Source: an optimization exercise on an open RTL-to-GDS flow (aim: small area, a short achievable clock period and few clock cycles). Production flows keep margins and buffers that such runs may drop.
In this exercise RTL edits were held to simulation tests only and were not proved equivalent to the original.
No activity file was given, so power comes from the tool's default toggle rates.

## flow/design.v (module list and top-level ports; edited modules follow where they fit)
// module conv1d_tap0: 961 lines
// module conv1d_tap1: 1041 lines
// module add32: 24 lines
// module conv1d_pe: 51 lines
// module conv1d_pool_layer: 154 lines
module conv1d_pool_layer
#(
  parameter int DW     = 32,
  parameter int FRAC   = 0,
  parameter int IN_CH  = 1,
  parameter int OUT_CH = 2,
  parameter int SIZE_K = 3,
  parameter int POOL   = 2,
  parameter int LEN    = 8
) (
  input  logic                 clk,
  input  logic                 RSTn,
  input  logic                 i_EN_w,
  input  logic                 i_EN_c,
  output logic                 o_busy,
  input  logic [DW*IN_CH-1:0]  i_data,
  input  logic                 i_stb_in,
  output logic                 o_ack_in,
  output logic [DW*OUT_CH-1:0] o_data,
  output logic                 o_stb_out,
  input  logic                 i_ack_out
);
  // ...
==> flow/flow/run.sh <==
#!/bin/bash
# Standard synthesis, then the standard layout with repair_timing aiming at a
# setup slack margin and buf_4 cells as the port buffers (the SDC, clock period
# and all other settings unchanged).
set -euo pipefail
bash standard.sh synth > synth.log 2>&1
bash standard.sh SETUP_SLACK_MARGIN=12.25 "BUFFER_PORTS_ARGS=-buffer_cell sky130_fd_sc_hd__buf_4" finish > layout.log 2>&1
==> flow/standard.sh <==
#!/bin/bash
# synth_recipe.tcl (not shown) runs the flow's synth.tcl, then flattens the netlist and writes it again
# the make line also repeats each setting of config.mk as NAME=value (left out here)
make -C /OpenROAD-flow-scripts/flow DESIGN_CONFIG=/design/flow/config.mk WORK_HOME=/design/flow/orfs CLKGATE_MAP_FILE= SYNTH_SCRIPT=/design/flow/synth_recipe.tcl "${@:-finish}"
==> flow/config.mk <==
export PLATFORM = sky130hd
export DESIGN_NAME = conv1d_pool_layer
export DESIGN_NICKNAME = conv1d_pool_layer
export VERILOG_FILES = /design/flow/design.v
export SDC_FILE = /design/flow/constraint.sdc
export NUM_CORES = 4
export LEC_CHECK = 0
export ABC_AREA = 1
export CAP_MARGIN = 20
export CORE_MARGIN = 2
export CORE_UTILIZATION = 65
export SLEW_MARGIN = 20
==> flow/constraint.sdc <==
create_clock -name core_clock -period 17.0 [get_ports {clk}]
set_input_delay 3.4000 -clock core_clock [delete_from_list [all_inputs] [get_ports {clk}]]
set_output_delay 3.4000 -clock core_clock [all_outputs]
set_load 0.01 [all_outputs]
==> out/metrics.csv, run 1 <==
metric,value,unit
setup violators final,0,
Post-Synth XOR/XNOR Area,0.01928,
final-layout non-clock buffer area share,0.04499,
Total Die Area,157600,um2
dpl cells,12410,
Synth Area in Compound Gates,0.1702,
Final period util,0.2858,
hold path endpoint,ln_q[3],
max reg flops,192,
Worst Hold Class,reg -> reg,
crit-path leading delay family,adder cells,
crit path kind,reg -> reg,
pre-CTS setup slack,11.59,ns
status,"complete, no violations",
GRT met2 Usage,0.6851,
Num CTS Buffers,104,
"FF+latch count, synth",877,
CTS tree,done,
Sequential Area,26180,um2
Core ar.,153700,um2
gpl congestion,1.019,
Worst Setup End Kind,flip-flop,
Site Rows,144,
Post-DP HPWL,261800,um
synth top area cells,"fa_1 (30%), edfxtp_1 (26%), inv_1 (8.2%)",
Initial Util,0.6534,
Multi-input gate area,63760,um2
sw power,4.410,mW
Seq group,2.90,mW
"EDFF count, synth",860,
postcts setup bufs,42,
clk sinks,877,
Top Registers,"wd_q (192), b_q (64), out_q (64)",
CP most frequent cell,fa_1,
cts hold-fix bufs,0,
Iteration-0 DRC Markers,15110,
WHS Path Cells,0,
peak supply drop,0.09899,mV
Crit Path Max Fanout,8,
Gate Count Post-Synth,10880,
WP depth,11,
Non-Filler Instances,12780,
"Req. time, crit path",17.52,ns
fill count,11450,
# DRC,0,
Testbench counts, summed over its fixed seeds: cycles 3,368.
==> run 2, diff against run 1 <==
--- a/flow/config.mk
+++ b/flow/config.mk
@@ -8,5 +8,5 @@
 export ABC_AREA = 1
 export CAP_MARGIN = 20
 export CORE_MARGIN = 2
-export CORE_UTILIZATION = 65
+export CORE_UTILIZATION = 55
 export SLEW_MARGIN = 20
==> run 2 against run 1 <==
  * Still clean
  * Non-clock buffer count rose by 68
  * Worst setup slack improved by 0.047 ns
  * Sequential share of layout area fell by 0.37 points
  * Critical path type is now reg -> out
  * Critical endpoint is now o_data[26]
==> out/metrics.csv, run 2 <==
metric,value,unit,change
status,"complete, no violations",,unchanged
Layout Nets,12650,,was 12570
io pins,105,,unchanged
cts hold-fix bufs,0,,unchanged
worst-skew pair later-pin latency,0.82,ns,was 0.78 ns
"Clk pin slew, worst setup/hold paths",0.07,ns,was 0.06 ns
synthesized net count,12810,,unchanged
Synth Area in Adders,0.3476,,unchanged
Biggest register,wd_q,,unchanged
crit path kind,reg -> out,,was reg -> reg
fin crit period,4.811,ns,was 4.858 ns
relative slew slack,0.1528,,was 0.1986
setup violators final,0,,unchanged
Pwr Total,10.74,mW,was 10.70 mW
Crit Path Max Fanout,1,,was 8
Num CTS Buffers,106,,was 104
max-slew violation count,0,,unchanged
Gate Count Post-Synth,10880,,unchanged
buffers added on ports,104,,unchanged
Post-Synth Simple-Gate Area,0.08419,,unchanged
Lkg Pwr,48.29,nW,was 47.77 nW
crit-path leading delay family,flip-flops,,was adder cells
layout cells sized above 1,0.1121,,was 0.09962
Iteration-0 DRC Markers,13990,,was 15110
Ys Warns,9,,unchanged
"Seq/Total Area, Yosys",0.2606,,unchanged
vias in the first global route,87090,,was 87660
Slew @ Worst Pin,1.269,ns,was 1.202 ns
Worst Hold Class,reg -> reg,,unchanged
setup TNS,0,ns,unchanged
WL final,426700,um,was 395600 um
fmax,207.8,MHz,was 205.8 MHz
Worst Setup End Kind,primary output,,was flip-flop
"EDFF count, synth",860,,unchanged
max reg flops,192,,unchanged
peak supply drop,0.1184,mV,was 0.09899 mV
Max Cap Viol,0,,unchanged
DRT Pass-1 Iters,9,,was 12
Startpoint Class,flip-flop,,unchanged
Overflow after GRT,0,,unchanged
total number of vias,88760,,was 88780
most frequent cells in the layout,"inv_1 (2126), fa_1 (1491), nand2_1 (1324)",,"was inv_1 (2143), fa_1 (1495), nand2_1 (1337)"
critical-path cell list,buf_6,,"was nand2_1, clkinvlp_4, a21oi_1, fa_1, inv_1, fa_1, fa_1, fa_1, fa_1, fa_1, inv_1"
"Req. time, crit path",13.60,ns,was 17.52 ns
Synth area leader,fa_1,,unchanged
Top Registers,"wd_q (192), b_q (64), out_q (64)",,unchanged
initial antenna violation count,15,,was 8
worst endpoint data arrival time,1.41,ns,was 5.38 ns
clk sinks,877,,unchanged
vias per std cell,6.729,,was 6.946
"commonest non-fill, non-tap cell in the layout",inv_1,,unchanged
most instantiated cells after synthesis,"inv_1 (2192), fa_1 (1500), nand2_1 (1395)",,unchanged
multiplexer area fraction after synthesis,0.00009968,,unchanged
H-tree depth,3,,unchanged
"Slowest-stage cell, CP",edfxtp_1,,was fa_1
share of the synthesized area in the top cell type,0.2990,,unchanged
Netlist cell types,56,,unchanged
most frequent cell after synthesis,inv_1,,unchanged
pwr/cell area,96.34,nW/um2,was 97.49 nW/um2
"FF+latch count, synth",877,,unchanged
Buf/Inv on CP,1,,was 3
Final Hold Viols,0,,unchanged
Main synth FF type,edfxtp_1,,unchanged
Final ANT Viol Nets,0,,unchanged
Site Rows,156,,was 144
largest family of logic cells by synthesized area,adder cells,,unchanged
Total Die Area,186000,um2,was 157600 um2
Core ar.,181100,um2,was 153700 um2
pre-CTS setup slack,11.36,ns,was 11.59 ns
Root Driver,clkbuf_16,,unchanged
All-Layer GR Usage,0.4463,,was 0.4884
CTS tree,done,,unchanged
average cell area after synthesis,9.231,um2,unchanged
CP peak stage delay,0.44,ns,was 0.54 ns
Final period util,0.2830,,was 0.2858
final hold slack,0.3996,ns,was 0.3992 ns
RSZ-0062 raised after global routing,yes,,unchanged
largest net degree at the start of global routing,84,,was 174
Die Span Y,431.3,um,was 397.1 um
# DRC,0,,unchanged
Initial Util,0.5544,,was 0.6534
synth top area cells,"fa_1 (30%), edfxtp_1 (26%), inv_1 (8.2%)",,unchanged
Max clock buf depth,3,,unchanged
mapped cell area,100400,um2,unchanged
WL/cell,32.35,um,was 30.96 um
area grow syn2layout,11.06,%,was 9.316%
Final WS setup,12.19,ns,was 12.14 ns
clock skew,0.05358,ns,was 0.03695 ns
Post-DP HPWL,287400,um,was 261800 um
"FFs w/ async S/R, synth",0,,unchanged
gpl congestion,1.000,,was 1.019
Post-Synth XOR/XNOR Area,0.01928,,unchanged
first-pass GRT wire length,598300,um,was 562800 um
DIE WIDTH,431.3,um,was 397.1 um
Synth Area in Compound Gates,0.1702,,unchanged
-- run 2: cell types whose count changed in the layout (fill, tap and decap cells not counted), moves of 7 or more --
cell        before   now
a21oi_1       1040  1027
a21oi_2         14    28
buf_12          30    45
buf_6           81   129
clkinvlp_4      36    45
inv_1         2143  2126
inv_2           25    34
nand2_1       1337  1324
nand2_4         31    38
nand2_8         12    19
nor2_1         254   244
nor2_4          13    24
-- run 2: metrics by stage --
step,cells,instance area [um2],utilization
floorplan,10880,100500,-
global placement,12730,102800,0.5678
detailed placement,12730,102900,0.5679
CTS,13020,108100,0.5966
global route,13180,111500,0.6156
finish,13190,111500,0.6157
-- run 2: logic make-up after synthesis --
kind of cell,after synthesis
adders and majority gates,1890
other,1
muxes,1
and+or+nand+nor,2025
buffers and inverters,3120
AOI/OAI and AO/OA,2743
xor gates and xnor gates,221
DFF,877
-- run 2: repair_timing --
| action | CTS | global route |
|---|---|---|
| endpoints found under the hold margin | 0 | 0 |
| setup buffers | 70 | 136 |
| setup endpoints to repair | 287 | 215 |
| resized for setup | 257 | 455 |
| gates cloned | 11 | 27 |
| pin swaps | 8 | 72 |
-- run 2: worst paths after layout --
| kind | cells past startpoint | end | slack [ns] | start |
|---|---|---|---|---|
| setup / recovery | 1 | o_data[26] | 12.19 | out_q[26] |
| hold / removal | 0 | ln_q[3] | 0.40 | cnt_q[3] |
| setup reg to reg | 12 | u_pe1.uyc_q[23] | 12.21 | wd_q[5][10] |
| hold reg to reg | 0 | ln_q[3] | 0.40 | cnt_q[3] |
-- run 2: per-layer routing --
| layer | track usage | wire [um] | vias to the layer above |
|---|---|---|---|
| met5 | 0 | 142 | - |
| met4 | 0.2323 | 30690 | 16 |
| met3 | 0.1615 | 66730 | 1762 |
| met2 | 0.6355 | 173900 | 7768 |
| met1 | 0.5986 | 155300 | 43280 |
| li1 | - | - | 35940 |
-- run 2: power breakdown --
| group | switching [mW] | internal [mW] |
|---|---|---|
| clock network | 1.09 | 1.35 |
| registers | 0.0491 | 2.85 |
| logic | 3.33 | 2.07 |
-- run 2: cell type report --
cell class                      count  area, um2
Timing Repair inverter              6      30.03
Clock buffer                      118       2698
Sequential cell                   877      26180
Antenna cell                        9      22.52
Inverter                         2246       8683
Multi-Input combinational cell   6900      64140
Fill cell                       15250      69610
Timing Repair Buffer              581       5833
Tap cell                         2370       2965
Clock inverter                     83      972.2
==> module conv1d_pe, before the edit <==
module conv1d_pe (
  input  logic        clk,
  input  logic [31:0] x,                
  input  logic [31:0] xn,               
  input  logic [31:0] wd0, wd1, wd2,    
  input  logic [31:0] bias,
  input  logic        en,               
  input  logic        pool_we,          
  output logic [31:0] res_o             
);
  logic [31:0] u0s_d, u0c_d, u1s_d, u1c_d, uys_d, uyc_d;
  logic [31:0] u0s_q, u0c_q, u1s_q, u1c_q, uys_q, uyc_q;
  logic [3:0]  u0e_d, u1e_d, uye_d, u0e_q, u1e_q, uye_q;   
  logic [31:0] us;                      
  logic [31:0] yb, pb_q;
  logic        sa_q;                    
  logic        gt;
  conv1d_tap0 u_t0 (.x(x), .xn(xn), .wd(wd0), .s_o(u0s_d), .c_o(u0c_d), .e_o(u0e_d));
  conv1d_tap1 u_t1 (.x(x), .xn(xn), .wd(wd1), .acc_s(u0s_q), .acc_c(u0c_q), .acc_e(u0e_q),
                    .s_o(u1s_d), .c_o(u1c_d), .e_o(u1e_d));
  conv1d_tap1 u_t2 (.x(x), .xn(xn), .wd(wd2), .acc_s(u1s_q), .acc_c(u1c_q), .acc_e(u1e_q),
                    .s_o(uys_d), .c_o(uyc_d), .e_o(uye_d));
  always_ff @(posedge clk) begin
    if (en) begin
      u0s_q <= u0s_d;
      u0c_q <= u0c_d;
      u1s_q <= u1s_d;
      u1c_q <= u1c_d;
      uys_q <= uys_d;
      uyc_q <= uyc_d;
      u0e_q <= u0e_d;
      u1e_q <= u1e_d;
      uye_q <= uye_d;
    end
    if (pool_we) begin
      pb_q <= yb;
      sa_q <= ys[31];
    end
  end
  logic [31:0] a, b, bs, bc, ys, d;
  assign us = {uys_q[31] ^ (^uye_q), uys_q[30:0]};
  assign a  = ~us;
  assign b  = ~uyc_q;
  assign bs = a ^ b ^ bias;
  assign bc = (a & b) | (bias & (a ^ b));
  add32 u_y (.a(a),  .b(b),                 .cin(1'b0), .s(ys));    
  add32 u_b (.a(bs), .b({bc[30:0], 1'b0}), .cin(1'b0), .s(yb));
  add32 u_d (.a(yb), .b(~pb_q),            .cin(1'b0), .s(d));     
  assign gt    = (ys[31] ^ sa_q) ? sa_q : ~d[31];
  assign res_o = gt ? yb : pb_q;
endmodule
==> run 3, diff against run 2 <==
--- a/flow/design.v
+++ b/flow/design.v
@@ -2035,9 +2035,9 @@
   output logic [31:0] res_o             
 );
   logic [31:0] u0s_d, u0c_d, u1s_d, u1c_d, uys_d, uyc_d;
-  logic [31:0] u0s_q, u0c_q, u1s_q, u1c_q, uys_q, uyc_q;
+  logic [31:0] u0s_q, u0c_q, u1s_q, u1c_q;
+  logic [31:0] uysn_q, uycn_q;          
   logic [3:0]  u0e_d, u1e_d, uye_d, u0e_q, u1e_q, uye_q;   
-  logic [31:0] us;                      
   logic [31:0] yb, pb_q;
   logic        sa_q;                    
   logic        gt;
@@ -2052,8 +2052,8 @@
       u0c_q <= u0c_d;
       u1s_q <= u1s_d;
       u1c_q <= u1c_d;
-      uys_q <= uys_d;
-      uyc_q <= uyc_d;
+      uysn_q <= ~uys_d;
+      uycn_q <= ~uyc_d;
       u0e_q <= u0e_d;
       u1e_q <= u1e_d;
       uye_q <= uye_d;
@@ -2064,9 +2064,8 @@
     end
   end
   logic [31:0] a, b, bs, bc, ys, d;
-  assign us = {uys_q[31] ^ (^uye_q), uys_q[30:0]};
-  assign a  = ~us;
-  assign b  = ~uyc_q;
+  assign a  = {uysn_q[31] ^ (^uye_q), uysn_q[30:0]};    
+  assign b  = uycn_q;
   assign bs = a ^ b ^ bias;
   assign bc = (a & b) | (bias & (a ^ b));
   add32 u_y (.a(a),  .b(b),                 .cin(1'b0), .s(ys));    
==> run 3 against run 2 <==
  * Design area fell by 1.1%
  * Worst hold slack improved by 0.019 ns
  * Clock power fell by 2%
  * Via count down 2.4%
  * Die area decreased by 0.98%
  * Maximum frequency shrank 1.4%
  * Non-clock buffer count fell by 19
==> out/metrics.csv, run 3 <==
metric,value,unit,change
crit path kind,reg -> out,,unchanged
Slew @ Worst Pin,1.249,ns,was 1.269 ns
largest family of logic cells by synthesized area,adder cells,,unchanged
"Clk pin slew, worst setup/hold paths",0.06,ns,was 0.07 ns
critical-path cell list,buf_6,,unchanged
Lkg Pwr,47.20,nW,was 48.29 nW
most frequent cell after synthesis,inv_1,,unchanged
relative slew slack,0.1664,,was 0.1528
Gate Count Post-Synth,10680,,was 10880
peak supply drop,0.1229,mV,was 0.1184 mV
max-slew violation count,0,,unchanged
Crit Path Max Fanout,2,,was 1
Total Die Area,184200,um2,was 186000 um2
Met3 Wirelength,62490,um,was 66730 um
"FFs w/ async S/R, synth",0,,unchanged
Non-Filler Instances,12950,,was 13190
Synth Area in Adders,0.3511,,was 0.3476
Post-DP HPWL,277300,um,was 287400 um
synthesized net count,12610,,was 12810
buffers added on ports,104,,unchanged
Post-Synth XOR/XNOR Area,0.01972,,was 0.01928
Root Driver,clkbuf_16,,unchanged
total number of vias,86600,,was 88760
"Slowest-stage cell, CP",dfxtp_4,,was edfxtp_1
All-Layer GR Usage,0.4362,,was 0.4463
worst-skew pair later-pin latency,0.82,ns,about the same
setup violators final,0,,unchanged
average cell area after synthesis,9.307,um2,was 9.231 um2
fin crit period,4.878,ns,was 4.811 ns
WL/cell,32.19,um,was 32.35 um
Worst Hold Class,reg -> reg,,unchanged
Overflow after GRT,0,,unchanged
mapped cell area,99420,um2,was 100400 um2
Top Registers,"wd_q (192), b_q (64), out_q (64)",,unchanged
DRT Pass-1 Iters,13,,was 9
area grow syn2layout,10.99,%,was 11.06%
Die Span Y,429.2,um,was 431.3 um
"EDFF count, synth",860,,unchanged
top layer in use,met5,,unchanged
CTS tree,done,,unchanged
Ys Warns,9,,unchanged
Final Cell Area,110400,um2,was 111500 um2
"commonest non-fill, non-tap cell in the layout",inv_1,,unchanged
clock skew,0.06580,ns,was 0.05358 ns
share of the synthesized area in the top cell type,0.3020,,was 0.2990
layout cells sized above 1,0.1052,,was 0.1121
first-pass GRT wire length,582300,um,was 598300 um
area of placed instances,101900,um2,was 102900 um2
crit-path leading delay family,flip-flops,,unchanged
multiplexer area fraction after synthesis,0.0001007,,was 0.00009968
CP peak stage delay,0.51,ns,was 0.44 ns
vias in the first global route,84360,,was 87090
"Req. time, crit path",13.60,ns,about the same
wire length on met2,173900,um,about the same
WL met1,152400,um,was 155300 um
Max Cap Viol,0,,unchanged
Iteration-0 DRC Markers,13680,,was 13990
"Seq/Total Area, Yosys",0.2632,,was 0.2606
"FF+latch count, synth",877,,unchanged
Netlist cell types,55,,was 56
dpl cells,12530,,was 12730
Main synth FF type,edfxtp_1,,unchanged
max reg flops,192,,unchanged
Max clock buf depth,3,,unchanged
pwr/cell area,120.8,nW/um2,was 96.34 nW/um2
most frequent cells in the layout,"inv_1 (1932), fa_1 (1496), nand2_1 (1378)",,"was inv_1 (2126), fa_1 (1491), nand2_1 (1324)"
Buf/Inv on CP,1,,unchanged
Num CTS Buffers,104,,was 106
setup TNS,0,ns,unchanged
Synth Area in Compound Gates,0.1715,,was 0.1702
WL final,416900,um,was 426700 um
Synth area leader,fa_1,,unchanged
Final ANT Viol Nets,0,,unchanged
H-tree depth,3,,unchanged
most instantiated cells after synthesis,"inv_1 (1991), fa_1 (1500), nand2_1 (1449)",,"was inv_1 (2192), fa_1 (1500), nand2_1 (1395)"
pre-CTS setup slack,11.39,ns,was 11.36 ns
Pwr Total,13.33,mW,was 10.74 mW
Post-Synth Simple-Gate Area,0.08313,,was 0.08419
synth top area cells,"fa_1 (30%), edfxtp_1 (26%), inv_1 (7.5%)",,"was fa_1 (30%), edfxtp_1 (26%), inv_1 (8.2%)"
DIE WIDTH,429.2,um,was 431.3 um
fmax,205.0,MHz,was 207.8 MHz
Core ar.,180200,um2,was 181100 um2
gpl congestion,0.9910,,was 1.000
initial antenna violation count,10,,was 15
Final period util,0.2870,,was 0.2830
Worst Setup End Kind,primary output,,unchanged
Biggest register,wd_q,,unchanged
Initial Util,0.5519,,was 0.5544
Final Hold Viols,0,,unchanged
vias per std cell,6.685,,was 6.729
largest net degree at the start of global routing,132,,was 84
status,"complete, no violations",,unchanged
Final WS setup,12.12,ns,was 12.19 ns
# DRC,0,,unchanged
clk sinks,877,,unchanged
Layout Nets,12420,,was 12650
Site Rows,156,,unchanged
Startpoint Class,flip-flop,,unchanged
io pins,105,,unchanged
RSZ-0062 raised after global routing,yes,,unchanged
worst endpoint data arrival time,1.48,ns,was 1.41 ns
run 3: stage by stage:
| stage | hold WS, ns | utilization |
|---|---|---|
| final | 0.4189 | 0.6125 |
| after global routing | 0.4432 | 0.6124 |
| after CTS | 0.4185 | 0.5950 |
| after detailed placement | 0.4065 | 0.5655 |
| after global placement | 0.4008 | 0.5655 |
| after floorplan | 0.3611 | - |
run 3: path summary, 6_finish.rpt:
check / from / to / slack (ns) / cells past startpoint
setup / recovery: ack_q / o_ack_in / 12.12 / 1
hold / removal: cnt_q[2] / ln_q[2] / 0.42 / 0
setup reg to reg: wd_q[5][13] / u_pe1.uycn_q[30] / 12.27 / 15
hold reg to reg: cnt_q[2] / ln_q[2] / 0.42 / 0
run 3: logic make-up (layout without fill, tap and decap cells):
kind of cell,count (synthesis),count (layout)
compound gates,2764,2764
xor+xnor,223,223
fa+ha+maj,1890,1890
buf+inv,2914,2793
flops,877,877
mux,1,1
other cells,1,9
simple gates,2013,2027
run 3: cell type report:
class,instances,area (um2)
Clock buffer,118,2655
Antenna cell,8,20.02
Tap cell,2370,2965
Fill cell,15060,69810
Multi-Input combinational cell,6906,63580
Timing Repair Buffer,562,6072
Sequential cell,877,26180
Timing Repair inverter,5,27.53
Clock inverter,71,954.7
Inverter,2037,7896
run 3: report_power, final:
part           leakage (nW)  switching [mW]  internal, mW
Sequential             7.94          0.0978          3.09
Combinational          37.5            4.69          3.05
Clock                  1.72            1.03          1.37
Total                  47.2            5.82          7.51
run 3: per-layer routing:
| layer | global-route usage | vias to the layer above |
|---|---|---|
| met1 | 0.5837 | 42330 |
| met3 | 0.1513 | 1481 |
| met4 | 0.2264 | 10 |
| met5 | 0.0005204 | - |
| li1 | - | 35430 |
| met2 | 0.6274 | 7351 |
run 3: timing repair:
item                                    4_1_cts  5_1_grt
pin swaps                                     8       73
endpoints found under the setup margin      260      224
gates cloned                                 15       30
resized for setup                           246      412
hold buffers                                  0        0
setup buffers                                68      113
Testbench counts of run 3, summed over its fixed seeds: cycles 3,368.
==> run 4, diff against run 3 <==
==> flow/flow/run.sh (replaced) <==
#!/bin/bash
# Standard synthesis, then the standard layout with repair_timing aiming at a
# setup slack margin and buf_4 cells as the port buffers (the SDC, clock period
# and all other settings unchanged).
set -euo pipefail
bash standard.sh synth > synth.log 2>&1
bash standard.sh SETUP_SLACK_MARGIN=12.15 "BUFFER_PORTS_ARGS=-buffer_cell sky130_fd_sc_hd__buf_4" finish > layout.log 2>&1
--- a/flow/config.mk
+++ b/flow/config.mk
@@ -8,5 +8,5 @@
 export ABC_AREA = 1
 export CAP_MARGIN = 20
 export CORE_MARGIN = 2
-export CORE_UTILIZATION = 55
+export CORE_UTILIZATION = 65
 export SLEW_MARGIN = 20
==> run 4 against run 3 <==
  * Largest cell class unchanged
  * Synthesized area stayed put
  * Critical endpoint is now u_pe0.u0c_q[27]
  * Non-clock buffer count is 86 lower
  * Total power is 0.83% lower
  * Die area is 15% lower
  * Utilization is 9.6 points higher
  * Global-route usage is 6.8 points higher
  * Synthesized cell count stayed put
==> out/metrics.csv, run 4 <==
metric,value,unit,change
vias per std cell,7.110,,was 6.685
"Slowest-stage cell, CP",o221ai_1,,was dfxtp_4
dpl cells,12180,,was 12530
Num CTS Buffers,102,,was 104
WL final,400800,um,was 416900 um
Netlist cell types,55,,unchanged
Final ANT Viol Nets,0,,unchanged
multiplexer area fraction after synthesis,0.0001007,,unchanged
worst-skew pair later-pin latency,0.80,ns,was 0.82 ns
GR peak layer,met2,,unchanged
Post-Synth Simple-Gate Area,0.08313,,unchanged
clk sinks,877,,unchanged
Gate Count Post-Synth,10680,,unchanged
Final Cell Area,107700,um2,was 110400 um2
layout cells sized above 1,0.09029,,was 0.1052
Lkg Pwr,46.26,nW,was 47.20 nW
gpl congestion,1.025,,was 0.9910
Slew @ Worst Pin,1.274,ns,was 1.249 ns
WL/cell,31.99,um,was 32.19 um
cts hold-fix bufs,0,,unchanged
io pins,105,,unchanged
WHS Path Cells,0,,unchanged
pwr/cell area,122.8,nW/um2,was 120.8 nW/um2
Synth Area in Adders,0.3511,,unchanged
CTS tree,done,,unchanged
average cell area after synthesis,9.307,um2,unchanged
Biggest register,wd_q,,unchanged
fin crit period,4.877,ns,was 4.878 ns
synth top area cells,"fa_1 (30%), edfxtp_1 (26%), inv_1 (7.5%)",,unchanged
All-Layer GR Usage,0.5045,,was 0.4362
Main synth FF type,edfxtp_1,,unchanged
vias in the first global route,87570,,was 84360
Worst Setup End Kind,flip-flop,,was primary output
Root Driver,clkbuf_16,,unchanged
mapped cell area,99420,um2,unchanged
Site Rows,143,,was 156
WP depth,12,,was 1
RSZ-0062 raised after global routing,yes,,unchanged
Max clock buf depth,3,,unchanged
Top Registers,"wd_q (192), b_q (64), out_q (64)",,unchanged
share of the synthesized area in the top cell type,0.3020,,unchanged
final hold slack,0.3994,ns,was 0.4189 ns
Final Hold Viols,0,,unchanged
Startpoint Class,flip-flop,,unchanged
Iteration-0 DRC Markers,15620,,was 13680
most frequent cells in the layout,"inv_1 (1945), fa_1 (1497), nand2_1 (1395)",,"was inv_1 (1932), fa_1 (1496), nand2_1 (1378)"
Core ar.,151900,um2,was 180200 um2
fmax,205.0,MHz,about the same
setup TNS,0,ns,unchanged
max reg flops,192,,unchanged
worst endpoint data arrival time,5.43,ns,was 1.48 ns
DIE WIDTH,395.1,um,was 429.2 um
FF-to-FF End,u_pe0.u0c_q[27],,was u_pe1.uycn_q[30]
R2R Setup Slk,12.12,ns,was 12.27 ns
Total Die Area,156100,um2,was 184200 um2
CP peak stage delay,0.60,ns,was 0.51 ns
synthesized net count,12610,,unchanged
GR met3 Demand/Resource,0.2329,,was 0.1513
GRT met2 Usage,0.6982,,was 0.6274
Overflow after GRT,0,,unchanged
"Clk pin slew, worst setup/hold paths",0.07,ns,was 0.06 ns
total number of vias,89070,,was 86600
initial antenna violation count,15,,was 10
CP most frequent cell,fa_1,,
status,"complete, no violations",,unchanged
buffers added on ports,104,,unchanged
Max Cap Viol,0,,unchanged
Critical R2R Launch,wd_q[0][0],,was wd_q[5][13]
Layout Nets,12330,,was 12420
"EDFF count, synth",860,,unchanged
relative slew slack,0.1500,,was 0.1664
first-pass GRT wire length,574700,um,was 582300 um
grt met1 use,0.6490,,was 0.5837
H-tree depth,3,,unchanged
"Req. time, crit path",17.56,ns,was 13.60 ns
crit-path leading delay family,adder cells,,was flip-flops
DRT Pass-1 Iters,17,,was 13
largest net degree at the start of global routing,92,,was 132
worst setup path start,wd_q[0][0],,was ack_q
Critical Path End,u_pe0.u0c_q[27],,was o_ack_in
Final period util,0.2869,,was 0.2870
most frequent cell after synthesis,inv_1,,unchanged
Initial Util,0.6545,,was 0.5519
r2r worst-path depth,12,,was 15
largest family of logic cells by synthesized area,adder cells,,unchanged
"Seq/Total Area, Yosys",0.2632,,unchanged
"FF+latch count, synth",877,,unchanged
Ys Warns,9,,unchanged
"commonest non-fill, non-tap cell in the layout",inv_1,,unchanged
clock skew,0.07888,ns,was 0.06580 ns
"FFs w/ async S/R, synth",0,,unchanged
setup violators final,0,,unchanged
Non-Filler Instances,12530,,was 12950
peak supply drop,0.1110,mV,was 0.1229 mV
Synth area leader,fa_1,,unchanged
crit path kind,reg -> reg,,was reg -> out
Synth Area in Compound Gates,0.1715,,unchanged
Worst Hold Class,reg -> reg,,unchanged
critical-path cell list,"nor2_1, buf_4, inv_1, buf_4, o221ai_1, ha_1, fa_1, fa_1, fa_1, fa_1, fa_1, inv_1",,was buf_6
Die Span Y,395.1,um,was 429.2 um
area grow syn2layout,8.312,%,was 10.99%
most instantiated cells after synthesis,"inv_1 (1991), fa_1 (1500), nand2_1 (1449)",,unchanged
Buf/Inv on CP,4,,was 1
area of placed instances,101300,um2,was 101900 um2
Crit Path Max Fanout,29,,was 2
Post-Synth XOR/XNOR Area,0.01972,,unchanged
Post-DP HPWL,270300,um,was 277300 um
max-slew violation count,0,,unchanged
# DRC,0,,unchanged
run 4: cell count changes in the layout (fill, tap and decap cells not counted), moves of 13 or more:
cell / before / now
clkbuf_16: 127 / 105
nand3_1: 185 / 209
nand2_2: 56 / 43
nand3_2: 45 / 23
buf_4: 341 / 379
nand2_1: 1378 / 1395
inv_1: 1932 / 1945
buf_12: 49 / 23
buf_6: 115 / 52
run 4: timing repair:
action                                  in CTS  in global routing
setup buffers                               52                 78
endpoints found under the setup margin     170                154
gates resized for setup                    111                266
cloned                                       8                 12
pin swaps                                    5                 30
run 4: cell type report:
type / count / area (um2)
multi-input combinational: 6903 / 63150
fill: 11140 / 44220
sequential: 877 / 26180
inverter: 2037 / 7826
timing repair buffer: 476 / 4264
clock buffer: 113 / 2594
tap: 2030 / 2540
clock inverter: 76 / 1080
timing repair inverter: 6 / 32.53
antenna: 10 / 25.02
run 4: report_power, final:
group          total (mW)  switching, mW  internal (mW)  leakage [nW]
Sequential           3.19          0.103           3.09          7.94
Clock                2.46           1.06           1.40          1.77
Combinational        7.56           4.65           2.92          36.5
Total                13.2           5.81           7.41          46.3
run 4: logic make-up (layout without fill, tap and decap cells):
logic type               after synthesis  in the layout
AO/OA/AOI/OAI                       2764           2764
XOR/XNOR                             223            223
adder cells (fa/ha/maj)             1890           1890
buffers and inverters               2914           2708
flip-flops                           877            877
multiplexers                           1              1
other                                  1             11
AND/OR/NAND/NOR                     2013           2024
run 4: through the flow:
step,total power [mW],worst slack (ns),util
final,13.22,12.12,0.7089
after global routing,14.08,11.99,0.7088
after CTS,12.71,12.15,0.6967
after detailed placement,10.09,11.50,0.6668
after global placement,9.789,11.65,0.6666
after floorplan,8.001,9.908,-
run 4: layer usage:
layer | part of all wire | vias to the layer above
li1 | - | 35240
met1 | 0.33 | 42550
met4 | 0.084 | 16
met5 | 0.00049 | -
met3 | 0.18 | 2299
met2 | 0.40 | 8970
run 4: how the worst min path moves through the flow:
stage                        start      end  slack, ns
final                     cnt_q[3]  ln_q[3]       0.40
after global routing      cnt_q[3]  ln_q[3]       0.40
after CTS                 cnt_q[3]  ln_q[3]       0.39
after detailed placement  cnt_q[3]  ln_q[3]       0.38
after global placement    cnt_q[3]  ln_q[3]       0.38
after floorplan           cnt_q[2]  ln_q[2]       0.36
==> module conv1d_pool_layer, before the edit <==
module conv1d_pool_layer
#(
  parameter int DW     = 32,
  parameter int FRAC   = 0,
  parameter int IN_CH  = 1,
  parameter int OUT_CH = 2,
  parameter int SIZE_K = 3,
  parameter int POOL   = 2,
  parameter int LEN    = 8
) (
  input  logic                 clk,
  input  logic                 RSTn,
  input  logic                 i_EN_w,
  input  logic                 i_EN_c,
  output logic                 o_busy,
  input  logic [DW*IN_CH-1:0]  i_data,
  input  logic                 i_stb_in,
  output logic                 o_ack_in,
  output logic [DW*OUT_CH-1:0] o_data,
  output logic                 o_stb_out,
  input  logic                 i_ack_out
);
  logic       busy_q, busy_d;
  logic       frame_q, frame_d;      
  logic [3:0] cnt_q, cnt_d;          
  logic       ack_q, ack_d;
  logic       stb_q, stb_d;
  logic       last_q, last_d;        
  logic       wv_q, wv_d;            
  logic [2:0] wn_q, wn_d;            
  logic       csv_q, csv_d;          
  logic       cso_q, cso_d;          
  logic [1:0] g_q, g_d;              
  logic       wl_q, wl_d;            
  logic       tx, blocked, cs_en, res_we;
  logic [31:0] b_q [2];              
  logic [31:0] wd_q [6];             
  logic [31:0] wd_in;                
  logic [3:0]  ln_q, ln_d;           
  logic [31:0] x_q;                  
  logic [31:0] xn_q;                 
  logic [63:0] out_q;
  logic [31:0] res0, res1;
  assign tx      = i_stb_in && ack_q;
  assign blocked = csv_q && cso_q && stb_q;
  assign cs_en   = !blocked;         
  assign res_we  = csv_q && cso_q && !blocked;
  always_comb begin
    busy_d  = busy_q;
    frame_d = frame_q;
    cnt_d   = cnt_q;
    stb_d   = stb_q && !i_ack_out;
    last_d  = last_q;
    wv_d    = wv_q;
    wn_d    = wn_q;
    csv_d   = csv_q;
    cso_d   = cso_q;
    g_d     = g_q;
    wl_d    = tx && !frame_q;
    ln_d    = cnt_q;
    if (cs_en) begin
      csv_d = wv_q && (wn_q >= 3'd2);
      cso_d = wn_q[0];
      wv_d  = 1'b0;
    end
    if (tx) begin
      cnt_d = cnt_q + 4'd1;
      if (frame_q) begin
        wv_d = 1'b1;
        wn_d = cnt_q[2:0];
      end else if (cnt_q == 4'd7) busy_d = 1'b0;
    end
    if (res_we) begin
      stb_d  = 1'b1;
      last_d = (g_q == 2'd2);
      g_d    = g_q + 2'd1;
    end
    if (stb_q && i_ack_out && last_q) begin
      busy_d = 1'b0;
      last_d = 1'b0;
    end
    if (!busy_q && (i_EN_w || i_EN_c)) begin
      busy_d  = 1'b1;
      frame_d = !i_EN_w;
      cnt_d   = '0;
      g_d     = '0;
    end
    ack_d = busy_d && (cnt_d != 4'd8) && !(csv_d && cso_d && stb_d);
    if (!RSTn) begin
      busy_d = 1'b0;
      ack_d  = 1'b0;
      stb_d  = 1'b0;
      last_d = 1'b0;
      wv_d   = 1'b0;
      csv_d  = 1'b0;
      wl_d   = 1'b0;
    end
  end
  always_ff @(posedge clk) begin
    busy_q  <= busy_d;
    frame_q <= frame_d;
    cnt_q   <= cnt_d;
    ack_q   <= ack_d;
    stb_q   <= stb_d;
    last_q  <= last_d;
    wv_q    <= wv_d;
    wn_q    <= wn_d;
    csv_q   <= csv_d;
    cso_q   <= cso_d;
    g_q     <= g_d;
    wl_q    <= wl_d;
    ln_q    <= ln_d;
  end
  logic [15:0] rc_hi, rc_lo, rc_sum, rc_c;
  always_comb begin
    for (int i = 0; i < 16; i++) begin
      rc_hi[i] = x_q[2*i+1];
      rc_lo[i] = x_q[2*i];
    end
    rc_sum = rc_hi + (rc_hi & rc_lo);
    rc_c   = rc_sum ^ rc_hi ^ (rc_hi & rc_lo);
    for (int i = 0; i < 16; i++)
      wd_in[2*i +: 2] = x_q[2*i +: 2] + {1'b0, rc_c[i]};
  end
  always_ff @(posedge clk) begin
    if (wl_q && ln_q < 4'd2) begin
      b_q[0] <= b_q[1];
      b_q[1] <= x_q;
    end
    if (wl_q && ln_q >= 4'd2) begin
      for (int k = 0; k < 5; k++) wd_q[k] <= wd_q[k+1];
      wd_q[5] <= wd_in;
    end
  end
  always_ff @(posedge clk) begin
    if (ack_q) begin
      x_q  <= i_data;
      xn_q <= ~i_data;
    end
  end
  conv1d_pe u_pe0 (
    .clk(clk), .x(x_q), .xn(~x_q), .wd0(wd_q[0]), .wd1(wd_q[1]), .wd2(wd_q[2]), .bias(b_q[0]),
    .en(wv_q && cs_en), .pool_we(csv_q && !cso_q), .res_o(res0));
  conv1d_pe u_pe1 (
    .clk(clk), .x(~xn_q), .xn(xn_q), .wd0(wd_q[3]), .wd1(wd_q[4]), .wd2(wd_q[5]), .bias(b_q[1]),
    .en(wv_q && cs_en), .pool_we(csv_q && !cso_q), .res_o(res1));
  always_ff @(posedge clk) begin
    if (res_we) out_q <= {res1, res0};
  end
  assign o_busy    = busy_q;
  assign o_ack_in  = ack_q;
  assign o_stb_out = stb_q;
  assign o_data    = out_q;
endmodule
==> run 5, diff against run 4 <==
--- a/flow/design.v
+++ b/flow/design.v
@@ -2114,7 +2114,6 @@
   logic [31:0] wd_in;                
   logic [3:0]  ln_q, ln_d;           
   logic [31:0] x_q;                  
-  logic [31:0] xn_q;                 
   logic [63:0] out_q;
   logic [31:0] res0, res1;
   assign tx      = i_stb_in && ack_q;
@@ -2211,14 +2210,13 @@
   always_ff @(posedge clk) begin
     if (ack_q) begin
       x_q  <= i_data;
-      xn_q <= ~i_data;
     end
   end
   conv1d_pe u_pe0 (
     .clk(clk), .x(x_q), .xn(~x_q), .wd0(wd_q[0]), .wd1(wd_q[1]), .wd2(wd_q[2]), .bias(b_q[0]),
     .en(wv_q && cs_en), .pool_we(csv_q && !cso_q), .res_o(res0));
   conv1d_pe u_pe1 (
-    .clk(clk), .x(~xn_q), .xn(xn_q), .wd0(wd_q[3]), .wd1(wd_q[4]), .wd2(wd_q[5]), .bias(b_q[1]),
+    .clk(clk), .x(x_q), .xn(~x_q), .wd0(wd_q[3]), .wd1(wd_q[4]), .wd2(wd_q[5]), .bias(b_q[1]),
     .en(wv_q && cs_en), .pool_we(csv_q && !cso_q), .res_o(res1));
   always_ff @(posedge clk) begin
     if (res_we) out_q <= {res1, res0};
==> flow/flow/run.sh (replaced) <==
#!/bin/bash
# Standard synthesis, then the standard layout with repair_timing aiming at a
# setup slack margin and buf_4 cells as the port buffers (the SDC, clock period
# and all other settings unchanged).
set -euo pipefail
bash standard.sh synth > synth.log 2>&1
bash standard.sh SETUP_SLACK_MARGIN=12.25 "BUFFER_PORTS_ARGS=-buffer_cell sky130_fd_sc_hd__buf_4" finish > layout.log 2>&1
--- a/flow/config.mk
+++ b/flow/config.mk
@@ -8,5 +8,5 @@
 export ABC_AREA = 1
 export CAP_MARGIN = 20
 export CORE_MARGIN = 2
-export CORE_UTILIZATION = 65
+export CORE_UTILIZATION = 55
 export SLEW_MARGIN = 20
==> run 5 against run 4 <==
  * Still clean on timing, DRC and antenna
  * Via count down 0.45%
  * Critical path depth unchanged
  * Wire length up 9.8%
  * Sequential share of layout area down 1.2 points
  * Sequential power down 3%
  * Design area up 1.5%
  * Worst hold slack worse by 0.0074 ns
  * Critical endpoint is now u_pe0.u1c_q[23]
  * Highest routed layer unchanged
==> out/metrics.csv, run 5 <==
metric,value,unit,change
Max clock buf depth,3,,unchanged
H-tree depth,3,,unchanged
vias in the first global route,84030,,was 87570
critical-path cell list,"clkbuf_8, inv_8, buf_6, o221ai_1, fa_1, fa_1, fa_1, inv_1, fa_1, inv_1, fa_1, inv_1",,"was nor2_1, buf_4, inv_1, buf_4, o221ai_1, ha_1, fa_1, fa_1, fa_1, fa_1, fa_1, inv_1"
critical hold path startpoint,cnt_q[3],,unchanged
Slew @ Worst Pin,1.193,ns,was 1.274 ns
RSZ-0062 raised after global routing,yes,,unchanged
Crit Path Max Fanout,38,,was 29
Top Registers,"wd_q (192), b_q (64), out_q (64)",,unchanged
Lkg Pwr,46.75,nW,was 46.26 nW
CTS tree,done,,unchanged
most frequent cells in the layout,"inv_1 (1920), fa_1 (1471), nand2_1 (1324)",,"was inv_1 (1945), fa_1 (1497), nand2_1 (1395)"
r2r worst-path depth,12,,unchanged
Initial Util,0.5527,,was 0.6545
buffers added on ports,104,,unchanged
Site Rows,155,,was 143
worst endpoint data arrival time,5.32,ns,was 5.43 ns
Biggest register,wd_q,,unchanged
fmax,208.8,MHz,was 205.0 MHz
largest net degree at the start of global routing,150,,was 92
initial antenna violation count,22,,was 15
Synth area leader,fa_1,,unchanged
Worst Setup End Kind,flip-flop,,unchanged
Post-DP HPWL,266100,um,was 270300 um
Non-Filler Instances,12850,,was 12530
All-Layer GR Usage,0.4529,,was 0.5045
most frequent cell after synthesis,inv_1,,unchanged
Iteration-0 DRC Markers,15170,,was 15620
WP depth,12,,unchanged
Worst Hold Class,reg -> reg,,unchanged
first-pass GRT wire length,591600,um,was 574700 um
Pwr Total,13.47,mW,was 13.22 mW
"Req. time, crit path",17.54,ns,was 17.56 ns
"commonest non-fill, non-tap cell in the layout",inv_1,,unchanged
"Seq/Total Area, Yosys",0.2558,,was 0.2632
area grow syn2layout,10.94,%,was 8.312%
max reg flops,192,,unchanged
clock skew,0.08136,ns,was 0.07888 ns
synth top area cells,"fa_1 (30%), edfxtp_1 (25%), inv_1 (7.5%)",,"was fa_1 (30%), edfxtp_1 (26%), inv_1 (7.5%)"
Ys Warns,9,,unchanged
total number of vias,88670,,was 89070
Core ar.,178200,um2,was 151900 um2
vias per std cell,6.901,,was 7.110
Max Cap Viol,0,,unchanged
Num CTS Buffers,103,,was 102
Root Driver,clkbuf_16,,unchanged
layout cells sized above 1,0.1060,,was 0.09029
# DRC,0,,unchanged
crit-path leading delay family,adder cells,,unchanged
Gate Count Post-Synth,10620,,was 10680
Layout Nets,12310,,was 12330
average cell area after synthesis,9.281,um2,was 9.307 um2
Startpoint Class,flip-flop,,unchanged
Overflow after GRT,0,,unchanged
WL/cell,34.25,um,was 31.99 um
dpl cells,12440,,was 12180
cts hold-fix bufs,0,,unchanged
setup TNS,0,ns,unchanged
Final ANT Viol Nets,0,,unchanged
crit path kind,reg -> reg,,unchanged
status,"complete, no violations",,unchanged
Die Span Y,427.2,um,was 395.1 um
relative slew slack,0.2050,,was 0.1500
"Slowest-stage cell, CP",fa_1,,was o221ai_1
synthesized net count,12540,,was 12610
CP peak stage delay,0.51,ns,was 0.60 ns
setup violators final,0,,unchanged
gpl congestion,0.9629,,was 1.025
max-slew violation count,0,,unchanged
Final Hold Viols,0,,unchanged
most instantiated cells after synthesis,"inv_1 (1960), fa_1 (1500), nand2_1 (1372)",,"was inv_1 (1991), fa_1 (1500), nand2_1 (1449)"
WHS Path Cells,0,,unchanged
worst setup path start,x_q[2],,was wd_q[0][0]
Total Die Area,182500,um2,was 156100 um2
io pins,105,,unchanged
"FF+latch count, synth",845,,was 877
Critical R2R Launch,x_q[2],,was wd_q[0][0]
"EDFF count, synth",828,,was 860
worst-skew pair later-pin latency,0.83,ns,was 0.80 ns
mapped cell area,98510,um2,was 99420 um2
Main synth FF type,edfxtp_1,,unchanged
Buf/Inv on CP,6,,was 4
CP most frequent cell,fa_1,,unchanged
fin crit period,4.789,ns,was 4.877 ns
final hold slack,0.3920,ns,was 0.3994 ns
clk sinks,845,,was 877
Netlist cell types,55,,unchanged
peak supply drop,0.1724,mV,was 0.1110 mV
pwr/cell area,123.2,nW/um2,was 122.8 nW/um2
"FFs w/ async S/R, synth",0,,unchanged
Final period util,0.2817,,was 0.2869
DIE WIDTH,427.2,um,was 395.1 um
WL final,440000,um,was 400800 um
share of the synthesized area in the top cell type,0.3048,,was 0.3020
"Clk pin slew, worst setup/hold paths",0.06,ns,was 0.07 ns
DRT Pass-1 Iters,12,,was 17
-- run 5: changes by cell type after synthesis, moves of 16 or more --
cell      previous run  this run
buf_1              200       149
clkinv_1            30        14
a221oi_1            49        33
nand2_1           1449      1372
edfxtp_1           860       828
inv_1             1991      1960
nand2_2             10        75
clkbuf_1           638       713
a21oi_1           1094      1113
-- run 5: final timing paths --
kind,end,slack (ns)
max,u_pe0.u1c_q[23],12.21
min,ln_q[3],0.39
max reg2reg,u_pe0.u1c_q[23],12.21
min reg2reg,ln_q[3],0.39
-- run 5: final cells by class --
| type | count | area, um2 |
|---|---|---|
| inverter | 1985 | 7650 |
| timing repair buffer | 540 | 6294 |
| antenna | 21 | 52.55 |
| fill | 14930 | 68930 |
| tap | 2355 | 2947 |
| timing repair inverter | 1 | 5.005 |
| clock buffer | 118 | 2665 |
| clock inverter | 77 | 887.1 |
| multi-input combinational | 6907 | 63580 |
| sequential | 845 | 25210 |
-- run 5: timing repair --
item                                    4_1_cts  5_1_grt
pin swaps                                    13       68
buffers inserted                             40       90
gates cloned                                 28       34
gates resized for setup                     275      291
endpoints found under the setup margin      279      155
-- run 5: logic make-up (layout without fill, tap and decap cells) --
kind of cell    after synthesis  after routing  synth area share
simple gates               1990           2004           0.08512
other cells                   1             22        0.00003807
buf+inv                    2877           2721            0.1111
xor+xnor                    219            219           0.01947
fa+ha+maj                  1890           1890            0.3543
compound gates             2792           2792            0.1740
mux                           1              1         0.0001016
flops                       845            845            0.2558
-- run 5: per-layer routing --
metal,GRT usage,routed length (um),vias to the layer above
met5,0.0005291,366,-
met4,0.2560,35940,22
met3,0.1798,76360,2236
met2,0.6382,175700,8464
met1,0.5930,151700,42740
li1,-,-,35200
-- run 5: worst reg2reg max path, stage by stage (launching register included) --
cell      delay, ns
edfxtp_1       0.37
clkbuf_8       0.28
inv_8          0.47
buf_6          0.48
o221ai_1       0.34
fa_1           0.51
fa_1           0.46
fa_1           0.49
inv_1          0.06
fa_1           0.51
inv_1          0.06
fa_1           0.49
inv_1          0.04
-- run 5: where the power goes --
| group | total [mW] | internal (mW) | switching (mW) |
|---|---|---|---|
| Sequential | 3.09 | 2.99 | 0.101 |
| Combinational | 7.96 | 3.09 | 4.86 |
| Clock | 2.41 | 1.38 | 1.04 |
-- run 5: per-stage QoR --
stage	setup WS, ns	util	area (um2)
2_1_floorplan	9.908	-	98550
3_3_place_gp	11.14	0.5667	101000
3_5_place_dp	11.05	0.5667	101000
4_1_cts	12.18	0.5984	106700
5_1_grt	12.18	0.6130	109200
6_report	12.21	0.6132	109300
Testbench counts of run 5, summed over its fixed seeds: cycles 3,368.

port drivers added, routing unchanged:
How much do the figures lean on ideal ports? The routed layouts below were timed once more, with nothing changed but the port constraints. Step 1: set_driving_cell puts a clkbuf_16 on clk and a buf_2 on each other input, an assumption about the parent block. Step 2 moves the port delays by t, midway between the first and last clock arrival at a register: inputs arrive t later, outputs are due t later. That takes back most of the time a late clock gives input paths. Slacks: no drivers / after step 1 / after step 2; pairs: no drivers / after step 1.
| run | shift t [ns] | setup slack, ns | hold WS [ns] | cell pins on the clock port's net |
|---|---|---|---|---|
| run 1 | 0.843 | 12.142 / 12.134 / 12.142 | 0.399 / 0.399 / 0.399 | 1 |
| run 2 | 0.889 | 12.189 / 12.097 / 12.214 | 0.400 / 0.400 / 0.400 | 1 |
| run 3 | 0.879 | 12.122 / 12.027 / 12.269 | 0.419 / 0.419 / 0.419 | 1 |
| run 4 | 0.855 | 12.123 / 12.071 / 12.123 | 0.399 / 0.399 / 0.399 | 1 |
| run 5 | 0.888 | 12.211 / 12.143 / 12.211 | 0.392 / 0.392 / 0.392 | 1 |
After both steps setup and hold are still met in every run listed.
